This is an optimization exercise on Yosys and OpenROAD, whose aim is a short achievable clock period and few clock cycles per item, not a production implementation.
RTL that was checked went through simulation tests only; none was proved equivalent to the original.
Function not checked in runs 1 and 2: the RTL went through the layout flow alone.

==> flow/design.v, too long to show whole: its modules and the start of the top module <==
// module ex_stage_mul_iter: 7632 lines
// module ex_stage: 160 lines
module ex_stage
#(
    parameter int XLEN = ex_stage_pkg::XLEN_DEF
) (
    input  logic            clk,
    input  logic            reset,
    input  logic [XLEN-1:0] pc_ex,
    input  logic [XLEN-1:0] rdata1_ex,
    input  logic [XLEN-1:0] rdata2_ex,
    input  logic [XLEN-1:0] imm_ex,
    input  logic [4:0]      rs1_ex,
    input  logic [4:0]      rs2_ex,
    input  logic [4:0]      rd_ex,
    input  logic [3:0]      funct_ex,
    input  logic [1:0]      aluop_ex,
    input  logic            alusrc_ex,
    input  logic            mul_ex,
    input  logic            branch_ex,
    input  logic            memread_ex,
    input  logic            memtoreg_ex,
    input  logic            memwrite_ex,
    input  logic            regwrite_ex,
    input  logic [4:0]      memwb_rd,
    input  logic            memwb_regwrite,
    input  logic [XLEN-1:0] memwb_wdata,
    input  logic            ex_flush,
    output logic [XLEN-1:0] mem_branch_tgt,
    output logic [XLEN-1:0] mem_alu_result,
    output logic [XLEN-1:0] mem_store_data,
    output logic            mem_zero,
    output logic [4:0]      mem_rd,
    output logic            mem_branch,
    output logic            mem_memread,
    output logic            mem_memtoreg,
    output logic            mem_memwrite,
    output logic            mem_regwrite,
    output logic            ex_stall
);
  // ...
==> flow/run.sh <==
#!/bin/bash
# synth_recipe.tcl (not shown) runs the flow's synth.tcl, then flattens the netlist and writes it again
# the make line also repeats each setting of config.mk as NAME=value (left out here)
make -C /OpenROAD-flow-scripts/flow DESIGN_CONFIG=/design/flow/config.mk WORK_HOME=/design/flow/orfs CLKGATE_MAP_FILE= SYNTH_SCRIPT=/design/flow/synth_recipe.tcl finish
==> flow/config.mk <==
export PLATFORM = sky130hd
export DESIGN_NAME = ex_stage
export DESIGN_NICKNAME = ex_stage
export VERILOG_FILES = /design/flow/design.v
export SDC_FILE = /design/flow/constraint.sdc
export NUM_CORES = 4
export LEC_CHECK = 0
export CAP_MARGIN = 20
export CELL_PAD_IN_SITES_DETAIL_PLACEMENT = 1
export CORE_MARGIN = 2
export CORE_UTILIZATION = 20
export PLACE_DENSITY = 0.35
export SETUP_SLACK_MARGIN = 4.5
export SLEW_MARGIN = 20
==> flow/constraint.sdc <==
create_clock -name core_clock -period 9.0 [get_ports {clk}]
set_input_delay 1.8000 -clock core_clock [delete_from_list [all_inputs] [get_ports {clk}]]
set_output_delay 1.8000 -clock core_clock [all_outputs]
set_load 0.01 [all_outputs]
==> reports/results.txt, run 1 <==
Initial antenna violation count: 188. The fraction of area in clock buffers and inverters works out to 0.0332. The run did not pass the layout checks because of max-capacitance violations, max-slew violations. By area the synthesized netlist is led by dfxtp_1 21%, fa_1 16%, a21oi_1 7.4%. Met2 wirelength from detailed routing: 418 mm. After detailed routing, the average wire length per cell comes to 43.6 um.

The clock-pin slew on the worst setup and hold paths is 60 ps. For the via count, the log shows 150176. Using the TritonRoute via totals, the vias-per-cell ratio works out to 6.03.

Counting the fill cells in the layout gives 64910. Share of the final layout cell area in multi-input gates: 0.544. For the hold violation count in the final report, the log shows 0. The worst clock skew was 90.1 ps; the logic depth of the worst register-to-register path was 23.

The count of max-cap constraint violations came out at 1. By instance count, the leading cell after synthesis is a21oi_1.

The critical path contains buffers and inverters numbering 6 combined. The largest individual stage delay along the critical path comes from the cell fa_2. The clock buffer count in the final layout is 229.

The library cells used most frequently in the layout, excluding fill and tap cells, are 1370 x buf_4, 1179 x dfxtp_1, 1170 x a21oi_1. The most used flip-flop cell after synthesis is dfxtp_1. The tools report the max-slew violation count as 3. The first global-routing pass estimated 1380 mm of wire. The routed design uses 147 mm of met3 wire. The tools report the post-detailed-placement cell area as 135000 um2. The mean area per synthesized cell works out to 7.77 um2. The die covers 586000 um2.

The xor and xnor area share after synthesis was 0.0307; the distinct cell type count of the synthesized netlist was 108. The count of cells along the worst hold path is 1. The run finished, with violations left.

The final layout contains 18575 nets. The number of cells upsized or downsized after cts was 4526; the count of yosys warnings during synthesis was 2. Tap cell instance count: 7727. The tools report the count of sequential standard cells as 1220.
==> run 2: changes to the inputs <==
--- a/flow/config.mk
+++ b/flow/config.mk
@@ -7,8 +7,9 @@
 export LEC_CHECK = 0
 export CAP_MARGIN = 20
 export CELL_PAD_IN_SITES_DETAIL_PLACEMENT = 1
+export CELL_PAD_IN_SITES_GLOBAL_PLACEMENT = 2
 export CORE_MARGIN = 2
-export CORE_UTILIZATION = 20
-export PLACE_DENSITY = 0.35
-export SETUP_SLACK_MARGIN = 4.5
+export CORE_UTILIZATION = 28
+export PLACE_DENSITY = 0.45
+export SETUP_SLACK_MARGIN = 3.5
 export SLEW_MARGIN = 20
==> reports/results.txt, run 2 <==
Highest-delay cell along the critical path: dfxtp_2 (was fa_2). Transition time of the tightest slew-check pin: 1350 ps (was 1610 ps). The tools report the number of nets in the layout as 17253 (was 18575).

Most frequent cells after synthesis: 1716 x a21oi_1, 1469 x o21ai_0, 1253 x inv_1 (unchanged). The count of yosys warnings during synthesis was 2 (unchanged). For the number of DRC violations after detailed-routing iteration 0, the log shows 19435 (was 21011).

For the clock latency of the later-clocked register in the worst-skew pair, the log shows 1020 ps (was 1030 ps). The post-route clock period utilization came out at 0.717 (was 0.698). The final wirelength was 1040 mm (was 1090 mm); the placeable core area was 413000 um2 (was 577000 um2). The run gives 178 (was 179) as the number of clock buffers inserted by TritonCTS. Half-perimeter wire length after placement: 765 mm (was 709 mm). The run gives 419000 um2 (was 586000 um2) as the die outline area. The number of nets in the synthesized netlist is 16552 (unchanged). Vertical die dimension: 647 um (was 765 um). The library cell with the highest instance count after synthesis is a21oi_1 (unchanged). The minimum period implied by the final worst setup slack works out to 6450 ps (was 6280 ps). The run gives 47415 (was 64910) as the filler cell count in the final layout. For the distinct cell type count of the synthesized netlist, the log shows 108 (unchanged).

For the combined global-route utilization of all metal layers, the log shows 0.463 (was 0.349). The post-synthesis async set-or-reset flop share works out to 0.00656 (unchanged). The tools report the summed negative setup slack over all endpoints as 0 ps (unchanged). The count of flip-flops with a built-in enable after synthesis was 0 (unchanged). The run gives 155000 um2 (was 191000 um2) as the cell area after layout.

Share of cells above drive strength 1: 0.223 (was 0.411). The final weighted congestion of routability-driven global placement is 1.09 (was 1.06), and the worst setup slack for register-to-register paths is 2550 ps (was 2720 ps). The launching point of the worst reg2reg path was u_mul.r_cs_42_11$_DFF_P_ (was u_mul.r_cs_27_0$_DFF_P_). The number of buffers added on ports is 560 (unchanged). The synthesized area was 116000 um2 (unchanged); the worst clock skew was 65.8 ps (was 90.1 ps). Critical path data required time: 9910 ps (was 9850 ps). Cell repeated most along the worst path: fa_1. Sequential cell area: 24500 um2 (about the same). The run gives 141292 (was 150176) as the via count. The share of the yosys chip area belonging to registers was 0.211 (unchanged). The most common cell after layout, fill and taps aside was a21oi_1 (was buf_4). TritonCTS built the clock tree.

The class of the worst hold path is register to register (unchanged). For the timing-limited maximum frequency, the log shows 155 MHz (was 159 MHz). The run finished with no timing, DRC or antenna violations. The arrival time at the worst endpoint came out at 7360 ps (was 7130 ps).

Ordered cell list for the critical path: inv_1 -> fa_1 -> inv_1 -> fa_1 -> inv_1 -> fa_1 -> fa_1 -> clkinvlp_4 -> ha_1 -> a21oi_2 -> o21ai_0 -> a21oi_2 -> nor2b_1 -> o21ai_0 -> a21oi_1 -> o41ai_1 -> o311a_4 -> nor2_1 -> or3_1 -> a21oi_2 -> xnor2_1 (was fa_2 -> fa_2 -> inv_2 -> fa_1 -> inv_1 -> fa_1 -> inv_2 -> fa_2 -> inv_2 -> ha_4 -> and3_4 -> and3_4 -> nand2_4 -> a211oi_4 -> a221oi_4 -> a211oi_2 -> buf_4 -> o211ai_1 -> buf_6 -> o311a_4 -> o21ai_4 -> nand3_2 -> a22oi_2). Largest cells by area after synthesis: dfxtp_1 21%, fa_1 16%, a21oi_1 7.4% (unchanged). The H-tree level count came out at 4 (unchanged). The largest net degree at the start of global routing is 110 (was 90), and the average via count per standard cell is 6.63 (was 6.03).

Logic depth of the worst register-to-register path: 21 (was 23). Sort of element at the end of the critical path: a register (unchanged).

The tools report the post-place setup slack as 552 ps (was 157 ps). The max-slew violation count is 0 (was 3). The flip-flop and latch count after synthesis works out to 1220 (unchanged). Buffer type at the clock tree root: clkbuf_16 (unchanged). The run gives 2550 ps (was 2720 ps) as the post-layout worst setup margin. The critical path's largest stage delay works out to 560 ps (was 630 ps). The tools report the area of the multi-input gates as 89000 um2 (was 104000 um2). The startpoint of the most critical setup path was u_mul.r_cs_42_11$_DFF_P_ (was u_mul.r_cs_27_0$_DFF_P_). Proportion of netlist area held by the largest area contributor: 0.209 (unchanged).

The tools report the initial antenna violation count as 180 (was 188). The run gives 9 (was 12) as the number of iterations in the first detailed-routing pass. The kind of critical path was register to register (unchanged).

The mean area per synthesized cell was 7.77 um2 (unchanged). End of the critical path: r_prod[55]$_DFF_P_ (was r_prod[57]$_DFF_P_).

The area growth from synthesis to layout was 33.8% (was 65.0%); the total congestion overflow after global routing was 0 (unchanged). The starting utilization of the core area is 0.281 (was 0.201), and the sink count of the clock tree is 1220 (unchanged). Number of top-level pins: 561 (unchanged). The hold violation count in the final report is 0 (unchanged), and the gate count after technology mapping is 14913 (unchanged). Clock-pin slew on the worst setup and hold paths: 60 ps (about the same). The tools report the via count of the first global-routing pass as 135031 (was 140659). The nature of the critical path startpoint was a register (unchanged).

The tools report the final-report setup violation count as 0 (unchanged). The number of design rule violations left after detail routing was 0 (unchanged); the standard-cell row count was 236 (was 279). The die extent in x is 647 um (was 765 um).

The tools report the capturing point of the worst reg2reg path as r_prod[55]$_DFF_P_ (was r_prod[57]$_DFF_P_). The routed length per instance came out at 48.9 um (was 43.6 um). Most frequent cells in the layout: 1527 x a21oi_1, 1337 x o21ai_0, 1191 x dfxtp_1 (was 1370 x buf_4, 1179 x dfxtp_1, 1170 x a21oi_1). The most area-hungry cell type in the Yosys netlist was dfxtp_1 (unchanged).

The run gives 0 (unchanged) as the count of hold buffers inserted by post-cts repair. The normalized max-slew margin came out at 0.0965 (was -0.0757). The most used flip-flop cell after synthesis was dfxtp_1 (unchanged). The maximum net fanout on the critical path is 5 (unchanged), and the number of buffers on the longest clock path is 4 (unchanged). The count of max-cap constraint violations came out at 0 (was 1). Setup repair after global routing could not meet its margin everywhere. The first-pass GRT wire length was 1310 mm (was 1380 mm). The logs give 0 (unchanged) for the post-route antenna net violation count and 130000 um2 (was 135000 um2) for the post-detailed-placement cell area.
==> run 2: cell counts after synthesis <==
Identical to the previous run, type by type.
==> run 2: how the worst min path moves through the flow <==
| stage | start | to | slack [ps] | cells after the start |
|---|---|---|---|---|
| 2_1_floorplan | u_mul.r_cs_0_0$_DFF_P_ | r_prod[0]$_DFF_P_ | 420 | 1 |
| 3_3_place_gp | u_mul.r_cs_0_0$_DFF_P_ | r_prod[0]$_DFF_P_ | 440 | 1 |
| 3_5_place_dp | u_mul.r_cs_0_0$_DFF_P_ | r_prod[0]$_DFF_P_ | 450 | 1 |
| 4_1_cts | u_mul.r_cs_0_1$_DFF_P_ | r_prod[0]$_DFF_P_ | 470 | 1 |
| 5_1_grt | u_mul.r_cs_0_0$_DFF_P_ | r_prod[0]$_DFF_P_ | 480 | 1 |
| 6_report | u_mul.r_cs_0_0$_DFF_P_ | r_prod[0]$_DFF_P_ | 470 | 1 |
==> run 2: worst max-delay path, delay by kind of cell, from the launching register on <==
kind                       cells  cell delay (ps)
AOI/OAI and AO/OA              8             2030
xor gates and xnor gates       1              130
adders and majority gates      5             2550
buffers and inverters          4              530
DFF                            1              560
and+or+nand+nor                3              510
==> run 2: repair_timing <==
action	in CTS	in global routing
setup buffers	310	404
pin swaps	252	487
setup endpoints to repair	887	386
gates resized for setup	1192	1313
gates cloned	36	54
==> run 2: per-layer routing <==
layer	track usage	vias up	part of all wire
li1	-	54968	-
met1	0.571	72882	0.38
met2	0.673	10307	0.41
met3	0.160	3043	0.12
met4	0.326	92	0.095
met5	0.000116	-	0.00092
==> run 2: cell families (layout without fill, tap and decap cells) <==
family	count (synthesis)	count (layout)	share of synthesized area
compound gates	5934	5943	0.318
simple gates	2671	2681	0.103
other cells	0	80	0
buf+inv	2930	3748	0.0985
flops	1220	1220	0.211
mux	456	456	0.0404
fa+ha+maj	1296	1296	0.198
xor+xnor	406	406	0.0307
==> run 2: metrics by stage <==
stage	hold slack, ps	util	std cells
2_1_floorplan	420	-	14913
3_3_place_gp	444	0.315	20102
3_5_place_dp	448	0.316	20104
4_1_cts	469	0.351	20766
5_1_grt	483	0.375	21236
6_report	472	0.376	21304
==> run 2: cell type report <==
class / instances / share of cell area
diodes: 80 / 0.00129
clock buffers: 238 / 0.0325
clock inverters: 78 / 0.00749
inverters: 1278 / 0.0325
multi-input cells: 10782 / 0.574
flip-flops and latches: 1220 / 0.158
well taps: 5474 / 0.0442
repair buffers: 2152 / 0.150
repair inverters: 2 / 0.0000888
==> module ex_stage, before the edit <==
module ex_stage
#(
    parameter int XLEN = ex_stage_pkg::XLEN_DEF
) (
    input  logic            clk,
    input  logic            reset,
    input  logic [XLEN-1:0] pc_ex,
    input  logic [XLEN-1:0] rdata1_ex,
    input  logic [XLEN-1:0] rdata2_ex,
    input  logic [XLEN-1:0] imm_ex,
    input  logic [4:0]      rs1_ex,
    input  logic [4:0]      rs2_ex,
    input  logic [4:0]      rd_ex,
    input  logic [3:0]      funct_ex,
    input  logic [1:0]      aluop_ex,
    input  logic            alusrc_ex,
    input  logic            mul_ex,
    input  logic            branch_ex,
    input  logic            memread_ex,
    input  logic            memtoreg_ex,
    input  logic            memwrite_ex,
    input  logic            regwrite_ex,
    input  logic [4:0]      memwb_rd,
    input  logic            memwb_regwrite,
    input  logic [XLEN-1:0] memwb_wdata,
    input  logic            ex_flush,
    output logic [XLEN-1:0] mem_branch_tgt,
    output logic [XLEN-1:0] mem_alu_result,
    output logic [XLEN-1:0] mem_store_data,
    output logic            mem_zero,
    output logic [4:0]      mem_rd,
    output logic            mem_branch,
    output logic            mem_memread,
    output logic            mem_memtoreg,
    output logic            mem_memwrite,
    output logic            mem_regwrite,
    output logic            ex_stall
);
    localparam int SHW = $clog2(XLEN);
    logic [XLEN-1:0] r_store_data, r_branch_tgt;
    logic [4:0]      r_rd;
    ex_stage_pkg::ctrl_t r_ctrl;
    logic            r_fwd_en;      
    logic            r_mul_busy;    
    logic            r_mul_fwd;     
    ex_stage_pkg::ctrl_t w_ctrl_ex;
    assign w_ctrl_ex = {branch_ex, memread_ex, memtoreg_ex, memwrite_ex, regwrite_ex};
    logic w_a_ex, w_a_wb, w_b_ex, w_b_wb, w_wb_en;
    assign w_wb_en = memwb_regwrite && memwb_rd != 5'd0;
    assign w_a_ex  = r_fwd_en && r_rd == rs1_ex;
    assign w_a_wb  = w_wb_en && memwb_rd == rs1_ex;
    assign w_b_ex  = r_fwd_en && r_rd == rs2_ex;
    assign w_b_wb  = w_wb_en && memwb_rd == rs2_ex;
    logic [XLEN-1:0] w_fwd_a, w_fwd_b, w_op_b;
    assign w_fwd_a = w_a_ex ? mem_alu_result : w_a_wb ? memwb_wdata : rdata1_ex;
    assign w_fwd_b = w_b_ex ? mem_alu_result : w_b_wb ? memwb_wdata : rdata2_ex;
    assign w_op_b  = alusrc_ex ? imm_ex : w_fwd_b;
    logic [3:0] w_f;
    always_comb begin
        if (aluop_ex == ex_stage_pkg::ALUOP_ADD)      w_f = 4'b0000;
        else if (aluop_ex == ex_stage_pkg::ALUOP_SUB) w_f = 4'b1000;
        else if (aluop_ex == ex_stage_pkg::ALUOP_ITYPE && funct_ex[2:0] != 3'b101) w_f = {1'b0, funct_ex[2:0]};
        else w_f = funct_ex;
    end
    logic w_sub, w_and, w_or, w_xor, w_sll, w_srl, w_sra, w_slt, w_sltu, w_add;
    assign w_sub  = w_f == 4'b1000;
    assign w_and  = w_f == 4'b0111;
    assign w_or   = w_f == 4'b0110;
    assign w_xor  = w_f == 4'b0100;
    assign w_sll  = w_f == 4'b0001;
    assign w_srl  = w_f == 4'b0101;
    assign w_sra  = w_f == 4'b1101;
    assign w_slt  = w_f == 4'b0010;
    assign w_sltu = w_f == 4'b0011;
    assign w_add  = !(w_sub || w_and || w_or || w_xor || w_sll || w_srl || w_sra || w_slt || w_sltu);
    logic [XLEN-1:0] w_sum, w_diff, w_shl, w_shr, w_log;
    logic [SHW-1:0]  w_shamt;
    logic            w_lt;
    assign w_shamt = w_op_b[SHW-1:0];
    assign w_sum   = w_fwd_a + w_op_b;
    assign w_diff  = w_fwd_a - w_op_b;
    assign w_shl   = w_fwd_a << w_shamt;
    assign w_shr   = XLEN'($signed({w_sra & w_fwd_a[XLEN-1], w_fwd_a}) >>> w_shamt);
    assign w_lt    = w_slt ? ($signed(w_fwd_a) < $signed(w_op_b)) : (w_fwd_a < w_op_b);
    assign w_log   = ({XLEN{w_and}} & (w_fwd_a & w_op_b))
                   | ({XLEN{w_or}}  & (w_fwd_a | w_op_b))
                   | ({XLEN{w_xor}} & (w_fwd_a ^ w_op_b));
    logic w_ma_ex, w_ma_wb, w_mb_ex, w_mb_wb;
    logic [XLEN-1:0] w_mul_a, w_mul_b, w_product;
    assign w_ma_ex = r_mul_fwd && r_rd == rs1_ex;
    assign w_ma_wb = memwb_regwrite && memwb_rd == rs1_ex;
    assign w_mb_ex = r_mul_fwd && r_rd == rs2_ex;
    assign w_mb_wb = memwb_regwrite && memwb_rd == rs2_ex;
    assign w_mul_a = (rs1_ex == 5'd0) ? '0 : w_ma_ex ? mem_alu_result : w_ma_wb ? memwb_wdata : rdata1_ex;
    assign w_mul_b = (rs2_ex == 5'd0) ? '0 : w_mb_ex ? mem_alu_result : w_mb_wb ? memwb_wdata : rdata2_ex;
    ex_stage_mul_iter #(.XLEN(XLEN)) u_mul (
        .clk       (clk),
        .i_a       (w_mul_a),
        .i_b       (w_mul_b),
        .o_product (w_product)
    );
    logic w_stall, w_bubble;
    assign w_stall  = mul_ex && !ex_flush && !r_mul_busy;
    assign w_bubble = ex_flush || (mul_ex && !r_mul_busy);
    assign ex_stall = w_stall && !reset;
    always_ff @(posedge clk or posedge reset) begin
        if (reset) begin
            r_mul_busy <= 1'b0;
            r_ctrl     <= '0;
            r_fwd_en   <= 1'b0;
            r_mul_fwd  <= 1'b0;
        end else begin
            r_mul_busy <= w_stall;
            r_ctrl     <= w_bubble ? '0 : w_ctrl_ex;
            r_fwd_en   <= !w_bubble && regwrite_ex && !memtoreg_ex && rd_ex != 5'd0;
            r_mul_fwd  <= !w_bubble && regwrite_ex && !memtoreg_ex;
        end
    end
    logic [XLEN-1:0] r_sum, r_diff, r_shl, r_shr, r_log, r_prod;
    logic            r_lt;
    logic            r_s_sum, r_s_diff, r_s_shl, r_s_shr, r_s_log, r_s_lt, r_s_prod;
    always_ff @(posedge clk) begin
        r_branch_tgt <= pc_ex + (imm_ex << 1);
        r_rd         <= rd_ex;
        r_store_data <= w_fwd_b;
        r_sum        <= w_sum;
        r_diff       <= w_diff;
        r_shl        <= w_shl;
        r_shr        <= w_shr;
        r_log        <= w_log;
        r_lt         <= w_lt;
        r_prod       <= w_product;
        r_s_prod     <= r_mul_busy;
        r_s_sum      <= !r_mul_busy && w_add;
        r_s_diff     <= !r_mul_busy && w_sub;
        r_s_shl      <= !r_mul_busy && w_sll;
        r_s_shr      <= !r_mul_busy && (w_srl || w_sra);
        r_s_log      <= !r_mul_busy && (w_and || w_or || w_xor);
        r_s_lt       <= !r_mul_busy && (w_slt || w_sltu);
    end
    assign mem_alu_result = ({XLEN{r_s_sum}}  & r_sum)
                          | ({XLEN{r_s_diff}} & r_diff)
                          | ({XLEN{r_s_shl}}  & r_shl)
                          | ({XLEN{r_s_shr}}  & r_shr)
                          | ({XLEN{r_s_log}}  & r_log)
                          | ({XLEN{r_s_prod}} & r_prod)
                          | {{(XLEN-1){1'b0}}, r_s_lt & r_lt};
    assign mem_zero = !((r_s_sum  && r_sum  != '0) || (r_s_diff && r_diff != '0) ||
                        (r_s_shl  && r_shl  != '0) || (r_s_shr  && r_shr  != '0) ||
                        (r_s_log  && r_log  != '0) || (r_s_prod && r_prod != '0) ||
                        (r_s_lt   && r_lt));
    assign mem_store_data = r_store_data;
    assign mem_branch_tgt = r_branch_tgt;
    assign mem_rd         = r_rd;
    assign mem_branch     = r_ctrl.branch;
    assign mem_memread    = r_ctrl.memread;
    assign mem_memtoreg   = r_ctrl.memtoreg;
    assign mem_memwrite   = r_ctrl.memwrite;
    assign mem_regwrite   = r_ctrl.regwrite;
endmodule
==> run 3: changes to the inputs <==
--- a/flow/design.v
+++ b/flow/design.v
@@ -7736,15 +7736,15 @@
     assign w_slt  = w_f == 4'b0010;
     assign w_sltu = w_f == 4'b0011;
     assign w_add  = !(w_sub || w_and || w_or || w_xor || w_sll || w_srl || w_sra || w_slt || w_sltu);
-    logic [XLEN-1:0] w_sum, w_diff, w_shl, w_shr, w_log;
+    logic [XLEN-1:0] w_sum, w_diff, w_sh_in, w_sh, w_log;
     logic [SHW-1:0]  w_shamt;
-    logic            w_lt;
     assign w_shamt = w_op_b[SHW-1:0];
     assign w_sum   = w_fwd_a + w_op_b;
     assign w_diff  = w_fwd_a - w_op_b;
-    assign w_shl   = w_fwd_a << w_shamt;
-    assign w_shr   = XLEN'($signed({w_sra & w_fwd_a[XLEN-1], w_fwd_a}) >>> w_shamt);
-    assign w_lt    = w_slt ? ($signed(w_fwd_a) < $signed(w_op_b)) : (w_fwd_a < w_op_b);
+    for (genvar i = 0; i < XLEN; i++) begin : g_rev_in
+        assign w_sh_in[i] = w_sll ? w_fwd_a[XLEN-1-i] : w_fwd_a[i];
+    end
+    assign w_sh    = XLEN'($signed({w_sra & w_fwd_a[XLEN-1], w_sh_in}) >>> w_shamt);
     assign w_log   = ({XLEN{w_and}} & (w_fwd_a & w_op_b))
                    | ({XLEN{w_or}}  & (w_fwd_a | w_op_b))
                    | ({XLEN{w_xor}} & (w_fwd_a ^ w_op_b));
@@ -7779,19 +7779,19 @@
             r_mul_fwd  <= !w_bubble && regwrite_ex && !memtoreg_ex;
         end
     end
-    logic [XLEN-1:0] r_sum, r_diff, r_shl, r_shr, r_log, r_prod;
-    logic            r_lt;
-    logic            r_s_sum, r_s_diff, r_s_shl, r_s_shr, r_s_log, r_s_lt, r_s_prod;
+    logic [XLEN-1:0] r_sum, r_diff, r_sh, r_log, r_prod, w_sh_rev;
+    logic            r_a_sign, r_b_sign;
+    logic            r_s_sum, r_s_diff, r_s_shl, r_s_shr, r_s_log, r_s_slt, r_s_sltu, r_s_prod;
     always_ff @(posedge clk) begin
         r_branch_tgt <= pc_ex + (imm_ex << 1);
         r_rd         <= rd_ex;
         r_store_data <= w_fwd_b;
         r_sum        <= w_sum;
         r_diff       <= w_diff;
-        r_shl        <= w_shl;
-        r_shr        <= w_shr;
+        r_sh         <= w_sh;
         r_log        <= w_log;
-        r_lt         <= w_lt;
+        r_a_sign     <= w_fwd_a[XLEN-1];
+        r_b_sign     <= w_op_b[XLEN-1];
         r_prod       <= w_product;
         r_s_prod     <= r_mul_busy;
         r_s_sum      <= !r_mul_busy && w_add;
@@ -7799,19 +7799,23 @@
         r_s_shl      <= !r_mul_busy && w_sll;
         r_s_shr      <= !r_mul_busy && (w_srl || w_sra);
         r_s_log      <= !r_mul_busy && (w_and || w_or || w_xor);
-        r_s_lt       <= !r_mul_busy && (w_slt || w_sltu);
+        r_s_slt      <= !r_mul_busy && w_slt;
+        r_s_sltu     <= !r_mul_busy && w_sltu;
+    end
+    for (genvar i = 0; i < XLEN; i++) begin : g_rev_out
+        assign w_sh_rev[i] = r_sh[XLEN-1-i];
     end
+    logic w_lt;
+    assign w_lt = (r_s_slt  && ((r_a_sign != r_b_sign) ? r_a_sign : r_diff[XLEN-1]))
+               || (r_s_sltu && ((r_a_sign != r_b_sign) ? r_b_sign : r_diff[XLEN-1]));
     assign mem_alu_result = ({XLEN{r_s_sum}}  & r_sum)
                           | ({XLEN{r_s_diff}} & r_diff)
-                          | ({XLEN{r_s_shl}}  & r_shl)
-                          | ({XLEN{r_s_shr}}  & r_shr)
+                          | ({XLEN{r_s_shl}}  & w_sh_rev)
+                          | ({XLEN{r_s_shr}}  & r_sh)
                           | ({XLEN{r_s_log}}  & r_log)
                           | ({XLEN{r_s_prod}} & r_prod)
-                          | {{(XLEN-1){1'b0}}, r_s_lt & r_lt};
-    assign mem_zero = !((r_s_sum  && r_sum  != '0) || (r_s_diff && r_diff != '0) ||
-                        (r_s_shl  && r_shl  != '0) || (r_s_shr  && r_shr  != '0) ||
-                        (r_s_log  && r_log  != '0) || (r_s_prod && r_prod != '0) ||
-                        (r_s_lt   && r_lt));
+                          | {{(XLEN-1){1'b0}}, w_lt};
+    assign mem_zero       = mem_alu_result == '0;
     assign mem_store_data = r_store_data;
     assign mem_branch_tgt = r_branch_tgt;
     assign mem_rd         = r_rd;
==> flow/config.mk (replaced) <==
export PLATFORM = sky130hd
export DESIGN_NAME = ex_stage
export DESIGN_NICKNAME = ex_stage
export VERILOG_FILES = /design/flow/design.v
export SDC_FILE = /design/flow/constraint.sdc
export NUM_CORES = 4
export LEC_CHECK = 0
export CAP_MARGIN = 20
export CELL_PAD_IN_SITES_DETAIL_PLACEMENT = 1
export CORE_MARGIN = 2
export CORE_UTILIZATION = 20
export PLACE_DENSITY = 0.35
export SETUP_SLACK_MARGIN = 4.5
export SLEW_MARGIN = 20
==> reports/results.txt, run 3 <==
The kind of cell adding the most delay to the critical path is adder cells (unchanged). The logs give 14278 (was 14913) for the gate count after technology mapping and 1158 (was 1220) for the sink count of the clock tree. The most area-hungry cell type in the Yosys netlist was dfxtp_1 (unchanged). The minimum hold slack was 763 ps (was 472 ps); the number of iterations in the first detailed-routing pass was 7 (was 9). Most frequent cells after synthesis: 1559 x a21oi_1, 1487 x o21ai_0, 1339 x clkbuf_1 (was 1716 x a21oi_1, 1469 x o21ai_0, 1253 x inv_1). The number of nets in the layout came out at 17986 (was 17253). The most common cell after layout, fill and taps aside is buf_4 (was a21oi_1). The tools report the area of the multi-input gates as 102000 um2 (was 89000 um2). The count of hold buffers inserted by post-cts repair is 0 (unchanged). The largest net degree at the start of global routing is 71 (was 110), and the final-report setup violation count is 0 (unchanged). The startpoint of the most critical setup path is u_mul.r_cs_32_11$_DFF_P_ (was u_mul.r_cs_42_11$_DFF_P_).

The run gives 0.207 (was 0.211) as the share of the yosys chip area belonging to registers. The vertical die dimension was 753 um (was 647 um). The class of the worst hold path is register to register (unchanged).

The mean area per synthesized cell came out at 7.86 um2 (was 7.77 um2). The tools report the summed negative setup slack over all endpoints as 0 ps (unchanged). The count of max-cap constraint violations was 0 (unchanged); the distinct cell type count of the synthesized netlist was 101 (was 108).

The logs give 295 ps (was 552 ps) for the post-place setup slack and 0 (unchanged) for the hold violation count in the final report. The standard-cell row count came out at 275 (was 236). TritonCTS built the clock tree. The buffer type at the clock tree root was clkbuf_16 (unchanged). The filler cell count in the final layout was 62635 (was 47415). For the number of clock buffers inserted by TritonCTS, the log shows 172 (was 178). The run gives 1.03 (was 1.09) as the final weighted congestion of routability-driven global placement. The normalized max-slew margin was 0.116 (was 0.0965).

The via count of the first global-routing pass is 135677 (was 135031), and the number of buffers on the longest clock path is 4 (unchanged). The die outline area came out at 567000 um2 (was 419000 um2). The cell repeated most along the worst path was inv_2 (was fa_1). The synthesized area was 112000 um2 (was 116000 um2); the maximum net fanout on the critical path was 3 (was 5). The die extent in x came out at 753 um (was 647 um). Setup repair after global routing could not meet its margin everywhere. The max-slew violation count is 0 (unchanged), and the sequential cell area is 23300 um2 (was 24500 um2). The transition time of the tightest slew-check pin works out to 1320 ps (was 1350 ps). The source of the worst hold timing path was r_mul_busy$_DFF_PP0_ (was u_mul.r_cs_0_0$_DFF_P_). The placeable core area came out at 560000 um2 (was 413000 um2). The post-synthesis async set-or-reset flop share was 0.00691 (was 0.00656).

Minimum period implied by the final worst setup slack: 5960 ps (was 6450 ps). The number of top-level pins is 561 (unchanged). The critical path data required time came out at 9900 ps (was 9910 ps). The routed length per instance is 44.3 um (was 48.9 um). The highest-delay cell along the critical path was fa_2 (was dfxtp_2).

The number of buffers added on ports was 560 (unchanged). For the first-pass GRT wire length, the log shows 1350 mm (was 1310 mm). The area growth from synthesis to layout is 67.9% (was 33.8%). The H-tree level count is 4 (unchanged), and the post-route clock period utilization is 0.663 (was 0.717).

Arrival time at the worst endpoint: 6860 ps (was 7360 ps). The tools report the cell area after layout as 188000 um2 (was 155000 um2). Library cell with the highest instance count after synthesis: a21oi_1 (unchanged). The worst clock skew was 114 ps (was 65.8 ps). The average via count per standard cell was 6.08 (was 6.63); the starting utilization of the core area was 0.200 (was 0.281).

The number of design rule violations left after detail routing is 0 (unchanged). For the initial antenna violation count, the log shows 165 (was 180). The timing-limited maximum frequency was 168 MHz (was 155 MHz); the post-layout worst setup margin was 3040 ps (was 2550 ps). The flip-flop and latch count after synthesis works out to 1158 (was 1220). The count of yosys warnings during synthesis is 2 (unchanged). The run gives 146432 (was 141292) as the via count.

Most used flip-flop cell after synthesis: dfxtp_1 (unchanged). The share of cells above drive strength 1 is 0.431 (was 0.223). The post-route antenna net violation count was 0 (unchanged). The tools report the final wirelength as 1070 mm (was 1040 mm). The critical path's largest stage delay came out at 660 ps (was 560 ps).

The count of flip-flops with a built-in enable after synthesis was 0 (unchanged). The proportion of netlist area held by the largest area contributor is 0.205 (was 0.209). The run finished with no timing, DRC or antenna violations. For the number of DRC violations after detailed-routing iteration 0, the log shows 21103 (was 19435). The clock-pin slew on the worst setup and hold paths works out to 60 ps (about the same). The tools report the launching point of the worst reg2reg path as u_mul.r_cs_32_11$_DFF_P_ (was u_mul.r_cs_42_11$_DFF_P_).

The nature of the critical path startpoint is a register (unchanged). The clock latency of the later-clocked register in the worst-skew pair came out at 1050 ps (was 1020 ps). Sort of element at the end of the critical path: a register (unchanged). Largest cells by area after synthesis: dfxtp_1 21%, fa_1 16%, a21oi_1 7.0% (was dfxtp_1 21%, fa_1 16%, a21oi_1 7.4%). Number of nets in the synthesized netlist: 15915 (was 16552). The run gives 699 mm (was 765 mm) as the half-perimeter wire length after placement. The combined global-route utilization of all metal layers came out at 0.350 (was 0.463).

The total congestion overflow after global routing came out at 0 (unchanged). Most frequent cells in the layout: 1351 x buf_4, 1122 x dfxtp_1, 1024 x a21oi_1 (was 1527 x a21oi_1, 1337 x o21ai_0, 1191 x dfxtp_1). The run gives 132000 um2 (was 130000 um2) as the post-detailed-placement cell area. Buffers plus inverters on the worst setup path: 8 (was 4). Kind of critical path: register to register (unchanged). Ordered cell list for the critical path: inv_2 -> fa_2 -> inv_2 -> fa_1 -> inv_2 -> fa_2 -> inv_2 -> fa_1 -> inv_2 -> fa_1 -> clkinvlp_4 -> ha_4 -> nand2_4 -> nor2_4 -> nand4b_1 -> o2bb2ai_4 -> buf_12 -> a21oi_4 -> buf_12 -> o31ai_4 -> nand2_2 -> a2111oi_4 -> a221oi_2 -> xnor2_1 (was inv_1 -> fa_1 -> inv_1 -> fa_1 -> inv_1 -> fa_1 -> fa_1 -> clkinvlp_4 -> ha_1 -> a21oi_2 -> o21ai_0 -> a21oi_2 -> nor2b_1 -> o21ai_0 -> a21oi_1 -> o41ai_1 -> o311a_4 -> nor2_1 -> or3_1 -> a21oi_2 -> xnor2_1).
==> run 3: kinds of logic (layout without fill, tap and decap cells) <==
family | count (synthesis) | after routing | synth area share
other | 0 | 135 | 0
flip-flops | 1158 | 1158 | 0.207
adder cells (fa/ha/maj) | 1292 | 1292 | 0.204
buffers and inverters | 2906 | 5045 | 0.0990
AO/OA/AOI/OAI | 5881 | 5891 | 0.330
XOR/XNOR | 405 | 405 | 0.0317
AND/OR/NAND/NOR | 2226 | 2276 | 0.0902
multiplexers | 410 | 410 | 0.0375
==> run 3: worst reg2reg max path, delay by kind of cell (launching register included) <==
family,cells,cell delay (ps)
adders and majority gates,6,2770
AOI/OAI and AO/OA,5,1120
buffers and inverters,8,910
and+or+nand+nor,4,500
DFF,1,320
xor gates and xnor gates,1,260
==> run 3: worst paths after layout <==
path                                   endpoint  slack (ps)  cells after the start
max                          r_prod[61]$_DFF_P_        3040                     24
min                            r_s_prod$_DFF_P_         760                      0
max reg2reg                  r_prod[61]$_DFF_P_        3040                     24
min reg2reg                    r_s_prod$_DFF_P_         760                      0
max in group asynchronous  r_mul_busy$_DFF_PP0_        7600                      2
min in group asynchronous   r_ctrl[4]$_DFF_PP0_        1130                      2
==> run 3: area by class of cell <==
class,count,share of cell area
flip-flops and latches,1158,0.124
clock inverters,70,0.00530
well taps,7479,0.0497
diodes,135,0.00179
repair inverters,6,0.000252
clock buffers,232,0.0258
inverters,1283,0.0272
repair buffers,3454,0.224
multi-input cells,10274,0.542
==> run 3: through the flow <==
stage	util	instances
detailed placement	0.235	21399
finish	0.336	24091
CTS	0.310	23332
floorplan	-	14278
global route	0.336	24000
global placement	0.235	21397
==> run 3: metal layers <==
layer	routed length (um)	GRT usage
met1	407000	0.436
met5	1720	0.0120
met3	149000	0.155
met2	405000	0.471
met4	105000	0.252
==> run 3: repair_timing <==
item,4_1_cts,5_1_grt
gates resized for setup,4570,2009
endpoints found under the setup margin,1023,877
buffers inserted,1426,582
cloned,205,42
pin swaps,1120,1071
Testbench counts of run 3, summed over its fixed seeds: cycles 18,102, items 16,000.

==> what the ideal ports hide <==
The flow's constraints put no driver on any port. The routed layouts listed below were extracted and timed again, unchanged, in two steps. Step 1 (the two cells are an assumption about what drives the block):
set clk [get_ports {clk}]
set_driving_cell -lib_cell sky130_fd_sc_hd__clkbuf_16 $clk
set_driving_cell -lib_cell sky130_fd_sc_hd__buf_2 [delete_from_list [all_inputs] $clk]
Step 2 moves the port delays by t, midway between the first and last clock arrival at a register: inputs arrive t later, outputs are due t later. That takes back most of the time a late clock gives input paths. Slacks: no drivers / after step 1 / after step 2; pairs: no drivers / after step 1.
run	shift t [ns]	setup slack, ns	clock arrival spread, ns	worst register clock-pin slew, ns	worst data-port slew with drivers (ns)
run 1	1.122	2.718 / 2.718 / 1.823	0.090 / 0.090	0.08 / 0.08	0.39
run 2	1.089	2.546 / 2.546 / 1.886	0.073 / 0.073	0.07 / 0.07	0.31
run 3	1.103	3.036 / 2.968 / 1.929	0.115 / 0.114	0.08 / 0.08	0.39
For run 3, which loses most, drivers alone change the setup slack by -0.068 ns; drivers and shift together by -1.107 ns.
